Context: an optimization exercise on an open-source flow, tuned for small area and a short achievable clock period. The choices shown serve that exercise and are no tape-out recipe.
In this exercise RTL edits were held to simulation tests only and were not proved equivalent to the original.
Power and IR drop assume default switching activity.

==> inputs of 11-03 <==
// conv3x3_mac_stage
module conv3x3_mac_stage
#(
    parameter int N     = 32,
    parameter int SHIFT = 4
) (
    input  logic        clk,
    input  logic        rst,
    input  logic        data_load,
    input  logic [71:0] window,
    input  logic        frame_start,
    input  logic        coef_we,
    input  logic [3:0]  coef_addr,
    input  logic [7:0]  coef_data,
    output logic [7:0]  pix_o,
    output logic        valid_o,
    output logic        frame_done_o
);
    localparam int CW = $clog2(N);
    logic [CW-1:0] col, row;
    logic          last;
    logic [4:0] vpipe;
    logic [71:64]   win_q;
    logic [71:0]   coef_q;
    logic [35:0]   psum_q;
    logic [8:0] c1x_0, c2x_0, psum_0;
    logic [8:0] c1x_1, c2x_1, psum_1;
    logic [8:0] c1x_2, c2x_2, psum_2;
    logic [8:0] c1x_3, c2x_3, psum_3;
    logic sa_0_0;
    logic sb_0_0;
    logic sc_0_0;
    logic [8:0] u_0_0;
    logic u_0_0_a0, u_0_0_b0, u_0_0_c0;
    logic u_0_0_a1, u_0_0_b1, u_0_0_c1;
    logic u_0_0_a2, u_0_0_b2, u_0_0_c2;
    logic u_0_0_a3, u_0_0_b3, u_0_0_c3;
    logic u_0_0_a4, u_0_0_b4, u_0_0_c4;
    logic u_0_0_a5, u_0_0_b5, u_0_0_c5;
    logic u_0_0_a6, u_0_0_b6, u_0_0_c6;
    logic u_0_0_a7, u_0_0_b7, u_0_0_c7;
    logic u_0_0_a8, u_0_0_b8, u_0_0_c8;
    logic sa_0_1;
    logic sb_0_1;
    logic sc_0_1;
    logic [8:0] u_0_1;
    logic u_0_1_a0, u_0_1_b0, u_0_1_c0;
    logic u_0_1_a1, u_0_1_b1, u_0_1_c1;
    logic u_0_1_a2, u_0_1_b2, u_0_1_c2;
    logic u_0_1_a3, u_0_1_b3, u_0_1_c3;
    logic u_0_1_a4, u_0_1_b4, u_0_1_c4;
    logic u_0_1_a5, u_0_1_b5, u_0_1_c5;
    logic u_0_1_a6, u_0_1_b6, u_0_1_c6;
    logic u_0_1_a7, u_0_1_b7, u_0_1_c7;
    logic u_0_1_a8, u_0_1_b8, u_0_1_c8;
    logic sa_0_2;
    logic sb_0_2;
    logic sc_0_2;
    logic [8:0] u_0_2;
    logic u_0_2_a0, u_0_2_b0, u_0_2_c0;
  ...
make LEC_CHECK=0 CAP_MARGIN=20 CORE_MARGIN=2 CORE_UTILIZATION=40 SETUP_SLACK_MARGIN=3.6 SLEW_MARGIN=20 SYNTH_HIERARCHICAL=1 finish   # period 6.0 ns
run.sh (not shown) runs the stock make flow with config.mk's settings and CLKGATE_MAP_FILE= SYNTH_SCRIPT=/design/flow/synth_recipe.tcl, a recipe that flattens the netlist after the stock synthesis.
==> inputs of 12-02, as changes to 11-03 <==
--- a/flow/design.v
+++ b/flow/design.v
@@ -2996,6 +2996,15 @@
 );
     assign y = ~(a & b);
 endmodule
+module conv_a22oi (
+    input  logic a1,
+    input  logic a2,
+    input  logic b1,
+    input  logic b2,
+    output logic y
+);
+    assign y = ~((a1 & a2) | (b1 & b2));
+endmodule
 module conv_nand3 (
     input  logic a,
     input  logic b,
Settings changed: CORE_UTILIZATION 40 to 68, CTS_CLUSTER_DIAMETER from default to 100, CTS_CLUSTER_SIZE from default to 30, PLACE_DENSITY from default to 0.72.
==> inputs of 03-23, as changes to 11-03 <==
--- a/flow/design.v
+++ b/flow/design.v
@@ -2996,6 +2996,15 @@
 );
     assign y = ~(a & b);
 endmodule
+module conv_a22oi (
+    input  logic a1,
+    input  logic a2,
+    input  logic b1,
+    input  logic b2,
+    output logic y
+);
+    assign y = ~((a1 & a2) | (b1 & b2));
+endmodule
 module conv_nand3 (
     input  logic a,
     input  logic b,
Settings changed: CAP_MARGIN 20 to 10, CORE_UTILIZATION 40 to 60, CTS_CLUSTER_DIAMETER from default to 80, CTS_CLUSTER_SIZE from default to 25, SLEW_MARGIN 20 to 10.
==> comparison table <==
Result of the run: 03-23 timing/DRC/antenna clean; 11-03 timing/DRC/antenna clean; 12-02 timing/DRC/antenna clean
Fraction of layout instances using a drive strength above 1: 03-23 0.165; 11-03 0.200; 12-02 0.159
Endpoint of the worst-slack reg-to-reg timing path: 03-23 pr0[78]; 11-03 pr0[80]; 12-02 pr0[51]
Largest net degree at the start of global routing: 03-23 59; 11-03 108; 12-02 59
Worst Reg2Reg Path Length in Cells: 03-23 5; 11-03 6; 12-02 4
Global-route usage over all layers: 03-23 0.435; 11-03 0.297; 12-02 0.512
Sink of the worst hold path: 03-23 pr2[29]; 11-03 pr1[7]; 12-02 pr1[13]
WHS: 03-23 0.333 ns; 11-03 0.324 ns; 12-02 0.335 ns
Longest individual stage delay on the worst path: 03-23 0.65 ns; 11-03 0.56 ns; 12-02 0.56 ns
Clock insertion delay at the later pin of the skew report: 03-23 0.61 ns; 11-03 0.63 ns; 12-02 0.59 ns
Share of power burned in the clock network: 03-23 0.307; 11-03 0.400; 12-02 0.248
Critical path depth: 03-23 5; 11-03 6; 12-02 4
Via count of the first global-routing pass: 03-23 20600; 11-03 21300; 12-02 22800
Overall power consumption: 03-23 7090 uW; 11-03 7910 uW; 12-02 6870 uW
Setup slack after placement: 03-23 2.93 ns; 11-03 3.08 ns; 12-02 2.92 ns
Worst slew slack as a fraction of its limit: 03-23 0.566; 11-03 0.543; 12-02 0.529
Slew @ Worst Pin: 03-23 0.651 ns; 11-03 0.686 ns; 12-02 0.706 ns
Final Skew: 03-23 0.0322 ns; 11-03 0.0478 ns; 12-02 0.0277 ns
Detailed-route wire length on metal 1: 03-23 36.1 mm; 11-03 39.2 mm; 12-02 33.8 mm
Initial DRC count: 03-23 3790; 11-03 2713; 12-02 4196
Number of nets in the finished design: 03-23 3364; 11-03 3418; 12-02 3350
Total via count in the routed design: 03-23 21800; 11-03 21400; 12-02 23100
Hold Startpoint: 03-23 pr1[62]; 11-03 pr0[7]; 12-02 pr0[17]
Cell Rows: 03-23 76; 11-03 93; 12-02 71
Power Clock: 03-23 2180 uW; 11-03 3170 uW; 12-02 1700 uW
Multi-input gate area in the final layout: 03-23 0.0171 mm^2; 11-03 0.0174 mm^2; 12-02 0.0171 mm^2

static timing again, ports no longer ideal:
The flow's constraints put no driver on any port. The routed layouts listed below were extracted and timed again, unchanged, in two steps. Step 1 assumes that a clkbuf_16 drives the clock port and a buf_2 every other input. Step 2 adds t to the input delays and takes it off the output delays; t is the mean of the earliest and latest rising clock arrival at the registers after step 1. Input paths then give back, and output paths get back, about the clock's delay inside the block. Three values: ideal ports, drivers, drivers and shift; two values: the first two.
run | t (ns) | setup slack, ns | worst setup path after step 2 | worst data-port slew with drivers (ns) | cell pins on the clock port's net
11-03 | 0.670 | 3.489 / 3.489 / 3.174 | input to register | 0.06 | 1
12-02 | 0.641 | 3.499 / 3.499 / 3.109 | input to register | 0.05 | 1
03-23 | 0.659 | 3.536 / 3.536 / 3.187 | input to register | 0.07 | 1
After both steps setup and hold are still met in every run listed. For 12-02, which loses most, drivers alone change the setup slack by 0.000 ns; drivers and shift together by -0.390 ns.
